From an optimization exercise on the open Yosys and OpenROAD flow, aimed at small area, a short achievable clock period and few clock cycles; shortcuts taken in it are not production practice.
The RTL was checked by simulation tests, not by an equivalence proof against the original design.
Power and IR drop assume default switching activity.

[flow/config.mk]
export PLATFORM = sky130hd
export DESIGN_NAME = dense_polynomial_add_multiply
export DESIGN_NICKNAME = dense_polynomial_add_multiply
export VERILOG_FILES = /design/flow/design.v
export SDC_FILE = /design/flow/constraint.sdc
export NUM_CORES = 4
export LEC_CHECK = 0
export CAP_MARGIN = 20
export CORE_MARGIN = 2
export CORE_UTILIZATION = 45
export SLEW_MARGIN = 20
[flow/constraint.sdc]
create_clock -name core_clock -period 8.3 [get_ports {clk}]
set_input_delay 1.6600 -clock core_clock [delete_from_list [all_inputs] [get_ports {clk}]]
set_output_delay 1.6600 -clock core_clock [all_outputs]
set_load 0.01 [all_outputs]
[flow/design.v]
`timescale 1ns / 1ps
package dpam_pkg;
  localparam int IDX_W  = 6;
  localparam int COEF_W = 32;
  localparam int DEPTH  = 1 << IDX_W;
  typedef logic [IDX_W-1:0]  idx_t;
  typedef logic [COEF_W-1:0] coef_t;
  typedef logic [2:0]        func_t;
  typedef logic [1:0]        err_t;
  localparam func_t FUNC_CLEAR  = 3'd0;
  localparam func_t FUNC_LOAD_A = 3'd1;
  localparam func_t FUNC_LOAD_B = 3'd2;
  localparam func_t FUNC_ADD    = 3'd3;
  localparam func_t FUNC_MUL    = 3'd4;
  localparam err_t ERR_NONE     = 2'd0;
  localparam err_t ERR_PRODUCT  = 2'd1;
  localparam err_t ERR_EXPONENT = 2'd2;
  typedef struct packed {
    logic vld;
    logic last;
    idx_t k;
  } mac_tag_t;
  typedef struct packed {
    logic vld;
    idx_t k;
  } mac_wr_t;
endpackage
`timescale 1ns / 1ps
module dpam_mac
 (
  input  logic              clk,
  input  logic              rst,
  input  dpam_pkg::mac_tag_t tag,
  input  dpam_pkg::coef_t   a,
  input  dpam_pkg::coef_t   b,
  output dpam_pkg::mac_wr_t wr,
  output dpam_pkg::coef_t   wr_data
);
  dpam_pkg::mac_tag_t s2;
  dpam_pkg::coef_t    prod;
  dpam_pkg::coef_t    acc;
  always_ff @(posedge clk) begin
    if (rst) begin
      s2  <= '0;
      acc <= '0;
    end else begin
      s2 <= tag;
      if (s2.vld) begin
        acc <= s2.last ? '0 : acc + prod;
      end
    end
  end
  always_ff @(posedge clk) begin
    prod <= a * b;
  end
  assign wr.vld  = s2.vld && s2.last;
  assign wr.k    = s2.k;
  assign wr_data = acc + prod;
endmodule
`timescale 1ns / 1ps
module dense_polynomial_add_multiply
 #(
  parameter int MAX_DEGREE = 63
) (
  input  logic                  clk,
  input  logic                  rst,
  input  logic                  cmd_valid,
  output logic                  cmd_ready,
  input  logic [2:0]            cmd_func,
  input  logic [5:0]            cmd_exponent,
  input  logic [31:0]           cmd_coefficient,
  output logic                  result_valid,
  input  logic                  result_ready,
  output logic [5:0]            result_degree_index,
  output logic [31:0]           result_coefficient,
  output logic                  result_is_last,
  output logic [1:0]            result_error_code
);
  typedef enum logic [5:0] {
    S_IDLE  = 6'b000001,
    S_ERR   = 6'b000010,
    S_ISSUE = 6'b000100,
    S_DRAIN = 6'b001000,
    S_RD    = 6'b010000,
    S_WB    = 6'b100000
  } state_t;
  localparam logic [dpam_pkg::IDX_W:0] MAX_D = (dpam_pkg::IDX_W+1)'(MAX_DEGREE);
  state_t           state;
  dpam_pkg::idx_t             first_deg, second_deg, tgt_deg;
  dpam_pkg::idx_t             k, i;
  logic             emit_add;
  dpam_pkg::err_t             err_q;
  logic [dpam_pkg::DEPTH-1:0] first_vld, second_vld;
  dpam_pkg::coef_t first_mem  [dpam_pkg::DEPTH];
  dpam_pkg::coef_t second_mem [dpam_pkg::DEPTH];
  dpam_pkg::coef_t prod_mem   [dpam_pkg::DEPTH];
  dpam_pkg::coef_t    a_q, b_q, p_q;
  logic     a_vq, b_vq;
  dpam_pkg::coef_t    a_val, b_val, emit_val;
  dpam_pkg::idx_t     a_addr, b_addr, ihi, kn, ilo_n, max_deg;
  logic     rd_en, take, out_free, commit, load_ok;
  logic [dpam_pkg::IDX_W:0] prod_deg;
  logic     first_we;
  dpam_pkg::idx_t     first_wa;
  dpam_pkg::coef_t    first_wd;
  dpam_pkg::mac_tag_t s1;
  dpam_pkg::mac_wr_t  mac_wr;
  dpam_pkg::coef_t    mac_data;
  logic     out_vld, out_last;
  dpam_pkg::idx_t     out_idx;
  dpam_pkg::coef_t    out_coef;
  dpam_pkg::err_t     out_err;
  assign take     = cmd_valid && cmd_ready;
  assign cmd_ready = (state == S_IDLE);
  assign out_free = !out_vld || result_ready;
  assign commit   = (state == S_WB) && out_free;
  assign load_ok  = {1'b0, cmd_exponent} <= MAX_D;
  assign prod_deg = {1'b0, first_deg} + {1'b0, second_deg};
  assign max_deg  = (first_deg > second_deg) ? first_deg : second_deg;
  assign ihi   = (k < first_deg) ? k : first_deg;
  assign kn    = k + dpam_pkg::idx_t'(1);
  assign ilo_n = (kn > second_deg) ? kn - second_deg : '0;
  assign rd_en  = (state == S_ISSUE) || (state == S_RD);
  assign a_addr = (state == S_ISSUE) ? i : k;
  assign b_addr = (state == S_ISSUE) ? k - i : k;
  assign a_val    = a_vq ? a_q : '0;
  assign b_val    = b_vq ? b_q : '0;
  assign emit_val = emit_add ? a_val + b_val : p_q;
  always_comb begin
    first_we = 1'b0;
    first_wa = k;
    first_wd = emit_val;
    if (commit) begin
      first_we = 1'b1;
    end else if (take && cmd_func == dpam_pkg::FUNC_LOAD_A && load_ok) begin
      first_we = 1'b1;
      first_wa = cmd_exponent;
      first_wd = cmd_coefficient;
    end
  end
  always_ff @(posedge clk) begin
    if (first_we) first_mem[first_wa] <= first_wd;
    if (take && cmd_func == dpam_pkg::FUNC_LOAD_B && load_ok) begin
      second_mem[cmd_exponent] <= cmd_coefficient;
    end
    if (mac_wr.vld) prod_mem[mac_wr.k] <= mac_data;
    if (rd_en) begin
      a_q  <= first_mem[a_addr];
      b_q  <= second_mem[b_addr];
      p_q  <= prod_mem[k];
      a_vq <= first_vld[a_addr];
      b_vq <= second_vld[b_addr];
    end
  end
  always_ff @(posedge clk) begin
    if (rst) begin
      first_vld  <= '0;
      second_vld <= '0;
    end else if (take && cmd_func == dpam_pkg::FUNC_CLEAR) begin
      first_vld  <= '0;
      second_vld <= '0;
    end else begin
      if (first_we) first_vld[first_wa] <= 1'b1;
      if (take && cmd_func == dpam_pkg::FUNC_LOAD_B && load_ok) second_vld[cmd_exponent] <= 1'b1;
    end
  end
  always_ff @(posedge clk) begin
    if (rst) begin
      s1 <= '0;
    end else begin
      s1.vld  <= (state == S_ISSUE);
      s1.last <= (i == ihi);
      s1.k    <= k;
    end
  end
  dpam_mac u_mac (
    .clk     (clk),
    .rst     (rst),
    .tag     (s1),
    .a       (a_val),
    .b       (b_val),
    .wr      (mac_wr),
    .wr_data (mac_data)
  );
  always_ff @(posedge clk) begin
    if (rst) begin
      state      <= S_IDLE;
      first_deg  <= '0;
      second_deg <= '0;
      tgt_deg    <= '0;
      k          <= '0;
      i          <= '0;
      emit_add   <= 1'b0;
      err_q      <= dpam_pkg::ERR_NONE;
    end else begin
      unique case (state)
        S_IDLE: begin
          if (take) begin
            unique case (cmd_func)
              dpam_pkg::FUNC_CLEAR: begin
                first_deg  <= '0;
                second_deg <= '0;
              end
              dpam_pkg::FUNC_LOAD_A, dpam_pkg::FUNC_LOAD_B: begin
                if (!load_ok) begin
                  err_q <= dpam_pkg::ERR_EXPONENT;
                  state <= S_ERR;
                end else if (cmd_func == dpam_pkg::FUNC_LOAD_A) begin
                  if (cmd_exponent > first_deg) first_deg <= cmd_exponent;
                end else begin
                  if (cmd_exponent > second_deg) second_deg <= cmd_exponent;
                end
              end
              dpam_pkg::FUNC_ADD: begin
                first_deg <= max_deg;
                k         <= '0;
                emit_add  <= 1'b1;
                state     <= S_RD;
              end
              dpam_pkg::FUNC_MUL: begin
                if (prod_deg > MAX_D) begin
                  err_q <= dpam_pkg::ERR_PRODUCT;
                  state <= S_ERR;
                end else begin
                  tgt_deg <= prod_deg[dpam_pkg::IDX_W-1:0];
                  k       <= '0;
                  i       <= '0;
                  state   <= S_ISSUE;
                end
              end
              default: ;
            endcase
          end
        end
        S_ERR: begin
          if (out_free) state <= S_IDLE;
        end
        S_ISSUE: begin
          if (i == ihi) begin
            if (k == tgt_deg) begin
              state <= S_DRAIN;
            end else begin
              k <= kn;
              i <= ilo_n;
            end
          end else begin
            i <= i + dpam_pkg::idx_t'(1);
          end
        end
        S_DRAIN: begin
          if (mac_wr.vld && mac_wr.k == tgt_deg) begin
            first_deg <= tgt_deg;
            k         <= '0;
            emit_add  <= 1'b0;
            state     <= S_RD;
          end
        end
        S_RD: begin
          state <= S_WB;
        end
        S_WB: begin
          if (commit) begin
            if (k == first_deg) begin
              state <= S_IDLE;
            end else begin
              k     <= kn;
              state <= S_RD;
            end
          end
        end
        default: state <= S_IDLE;
      endcase
    end
  end
  always_ff @(posedge clk) begin
    if (rst) begin
      out_vld <= 1'b0;
    end else if (commit || (state == S_ERR && out_free)) begin
      out_vld <= 1'b1;
    end else if (result_ready) begin
      out_vld <= 1'b0;
    end
  end
  always_ff @(posedge clk) begin
    if (commit) begin
      out_idx  <= k;
      out_coef <= emit_val;
      out_last <= (k == first_deg);
      out_err  <= dpam_pkg::ERR_NONE;
    end else if (state == S_ERR && out_free) begin
      out_idx  <= '0;
      out_coef <= '0;
      out_last <= 1'b1;
      out_err  <= err_q;
    end
  end
  assign result_valid        = out_vld;
  assign result_degree_index = out_idx;
  assign result_coefficient  = out_coef;
  assign result_is_last      = out_last;
  assign result_error_code   = out_err;
endmodule
[flow/run.sh]
#!/bin/bash
# synth_recipe.tcl (not shown) runs the flow's synth.tcl, then flattens the netlist and writes it again
# the make line also repeats each setting of config.mk as NAME=value (left out here)
make -C /OpenROAD-flow-scripts/flow DESIGN_CONFIG=/design/flow/config.mk WORK_HOME=/design/flow/orfs CLKGATE_MAP_FILE= SYNTH_SCRIPT=/design/flow/synth_recipe.tcl finish
==> results.cfg <==
[logic_synthesis]
synth_nets = 20150
synth_edf_count = 6281
ys_seq_area_frac = 0.705
ys_ff_latch = 6531
syn_area_um2 = 275000
synthFlopType = edfxtp_1
yosys.area.top_type_share = 0.686
synthArstFlopShare = 0
yosysTopAreaCell = edfxtp_1
synth_warnings = 2
syn_inst = 19459
syn_avg_cell_area_um2 = 14.1
synth_area_leaders = edfxtp_1 69%, nand2_1 6.4%, mux4_2 5.5%, nand3_1 3.8%, fa_1 3.0%
synth_cell_types = 90

[routing]
drc = 0
routed_wl_mm = 822
dr_wl_met3_mm = 69.3
vias = 168194
drt_iter0_drc = 19638
routed.top_layer = met5
first_pass_iters = 6
drt-met1-wl_mm = 338
routedWlPerCell_um = 29.0
wl_met2_mm = 381
routed_via_density = 5.93
postRouteAntennaNets = 0

[timing]
slew-limit-headroom = 0.202
fmaxAchievable_ghz = 0.125
fin_crit_ns = 8.01
worst_slew_pin_slew_ns = 1.16
final_hold_viol_count = 0
rsz0062_at_grt = false
post-route-period-util = 0.965
hold_slack_ns = 0.441
drv_slew = 0
setup_viol = 0
skew_ns = 0.0490
setup_ws_ns = 0.287

[global_route]
grt_overflow = 0
grt_start_max_net_pins = 133
grt_pass1_vias = 161590
grt_antenna_before_repair = 41
grt_pass1_wl_mm = 1180
grt_util_all_layers = 0.262

[pwr]
power_density_nw_per_um2 = 234
peakVddDrop_uv = 242
p_leak_nw = 104

[flow_run]
cap_violations = 0

[clocking]
clockRootBuffer = clkbuf_16
cts_htree_levels = 6
clkTransAtPathRegs_ns = 0.06
clock-sinks = 6531
clk_path_buf_depth = 4
cts_tree = built
insertion_delay_ns = 1.11
numCtsBuffers = 678

[die]
die_w_um = 785
rows = 287
ios = 88
start_util = 0.451
die_area_um2 = 617000
dieHeight_um = 785
core_area_um2 = 610000

[placed_design]
place_hpwl_mm = 488
dp_slack_ns = -0.108
numPortBuffers = 87
placed_area_um2 = 289000
gp_congestion = 0.963

[critical_path]
slowest_stage = fa_1
path_class = register to register
worstPathRequired_ns = 9.27
critical_path.most_common_cell = fa_1
crit_path_end_kind = register
cp_max_fo = 28
max_stage_delay_ns = 0.58
start_kind = register
cp.arrival_ns = 8.98
critPathBufInv = 5
critPathTopFamily = adder cells

[layout]
fillers = 50805
stdcell_area_um2 = 311000
regArea_um2 = 194000
multi_input_area_um2 = 76800
area_delta_synth_final_pct = 13.0
drive_gt1_frac = 0.132
layout.nets = 20396

[min_path]
min_path_type = register to register

[outcome]
status = timing/DRC/antenna clean
metal layers:
| layer | vias to the layer above | global-route usage |
|---|---|---|
| met4 | 18 | 0.0953 |
| met2 | 7436 | 0.411 |
| met5 | - | 0 |
| li1 | 72636 | - |
| met3 | 1335 | 0.0448 |
| met1 | 86769 | 0.370 |
kinds of logic (layout without fill, tap and decap cells):
group	Yosys count	in the layout	synth area share
and+or+nand+nor	8067	8067	0.125
muxes	708	708	0.0565
other	0	19	0
xor gates and xnor gates	183	183	0.00593
DFF	6531	6531	0.705
buffers and inverters	1746	2550	0.0249
adders and majority gates	646	646	0.0407
AOI/OAI and AO/OA	1578	1578	0.0423
worst register-to-register path, delay by kind of cell, from the launching register on:
| kind | cells | cell delay, ns |
|---|---|---|
| xor gates and xnor gates | 1 | 0.14 |
| DFF | 1 | 0.46 |
| buffers and inverters | 5 | 0.51 |
| and+or+nand+nor | 9 | 1.94 |
| AOI/OAI and AO/OA | 2 | 0.66 |
| adders and majority gates | 9 | 4.18 |
synth_stat cells, types with 5 or more instances:
master,number
or4_1,8
nand2b_1,29
nor4_1,10
mux4_2,672
ha_1,233
o21ai_0,52
a21o_1,48
o211ai_1,30
nor2b_1,53
clkbuf_1,852
o21a_1,25
or3_1,21
a311oi_1,653
nand3_1,2077
o21ai_1,6
and3_1,305
edfxtp_1,6281
o31ai_1,20
inv_1,499
nor2_1,777
nand2_1,4653
nand4_1,12
nand3b_1,13
a21oi_1,357
fa_1,413
and2_1,32
buf_1,157
o22ai_1,6
xnor2_1,137
nor3b_1,8
a211oi_1,77
a311o_1,27
dfxtp_1,250
a22o_1,50
mux2i_1,30
o21bai_1,23
nor3_1,34
buf_4,6
buf_2,206
xor2_1,44
clkinv_1,22
a2111oi_0,5
a31oi_1,164
where the power goes:
part	switching (mW)	internal, mW	leakage (nW)	total, mW
clock	12.9	16.2	10.2	29.1
sequential	0.0810	37.8	58.6	37.8
combinational	4.19	1.64	35.6	5.84
total	17.2	55.6	104	72.7
timing repair:
item                                    4_1_cts  5_1_grt
buffers inserted                              0        2
gates resized for setup                       1        7
endpoints found under the setup margin        2        6
hold buffers                                  0        0
state kept, by name, indices dropped and copies added (netlist names), 8 cells and up:
name,count
first_vld,64
u_mac.s2,8
prod_mem,2048
u_mac.prod,32
a_q,32
second_vld,64
first_mem,2048
u_mac.acc,32
second_mem,2048
out_coef,32
b_q,32
s1,8
p_q,32
worst paths after layout:
path | startpoint | endpoint | slack (ns) | cells after the start
worst max-delay path | a_vq | u_mac.prod[30] | 0.29 | 26
worst max register to register | a_vq | u_mac.prod[30] | 0.29 | 26
worst min-delay path | s1[1] | u_mac.s2[1] | 0.44 | 1
worst min register to register | s1[1] | u_mac.s2[1] | 0.44 | 1
placed cells by master (no fill, tap or decap), drive strengths merged, types with 33 or more instances in the layout:
cell type / Yosys / final
edfxtp: 6281 / 6281
nand2: 4655 / 4655
nand3: 2077 / 2077
clkbuf: 852 / 871
nor2: 783 / 783
buf: 370 / 734
mux4: 672 / 672
a311oi: 653 / 653
inv: 501 / 532
fa: 413 / 413
a21oi: 357 / 357
clkinv: 23 / 324
and3: 305 / 305
dfxtp: 250 / 250
ha: 233 / 233
a31oi: 164 / 164
xnor2: 138 / 138
a211oi: 77 / 77
o21ai: 59 / 59
clkdlybuf4s50: 0 / 54
nor2b: 53 / 53
a22o: 50 / 50
a21o: 48 / 48
xor2: 45 / 45
nor3: 37 / 37
and2: 33 / 33
mux2i: 33 / 33
per-stage QoR:
stage	setup TNS, ns	util	power [mW]	instances
after detailed placement	-0.215	0.475	44.3	27114
final	0	0.509	72.7	28374
after global placement	-0.186	0.474	44.2	27111
after CTS	0	0.509	73.1	28352
after global routing	0	0.509	74.9	28357
after floorplan	0	-	41.8	19459
layout make-up:
cell class	instances	area share
flip-flops and latches	6531	0.624
multi-input cells	11182	0.247
clock buffers	871	0.0578
well taps	8092	0.0326
repair buffers	788	0.0221
clock inverters	367	0.00990
inverters	524	0.00638
diodes	19	0.000153
Testbench counts, summed over its fixed seeds: cycles 43,463.

-- re-timing with driven ports --
In the flow no input, the clock included, has a driving cell. The finished layout below was timed again as built, in two steps.
Step 1: set_driving_cell puts a clkbuf_16 on clk and a buf_2 on each other input, an assumption about the parent block.
Step 2, shift: input delay + t, output delay - t, t = (earliest + latest rising clock arrival at the registers) / 2. This alone moves slack from input paths to output paths.
a / b / c = no drivers / after step 1 / after step 2; a / b = the first two.
shift t [ns]: 1.215
setup WS [ns]: 0.287 / 0.287 / 0.287
worst hold slack (ns): 0.441 / 0.441 / 0.441
worst setup path after step 2: register to register
pins driven straight from the clock port: 1
After both steps setup and hold are still met in this run. The setup slack of this run moves by 0.000 ns with the drivers and by 0.000 ns with both steps.
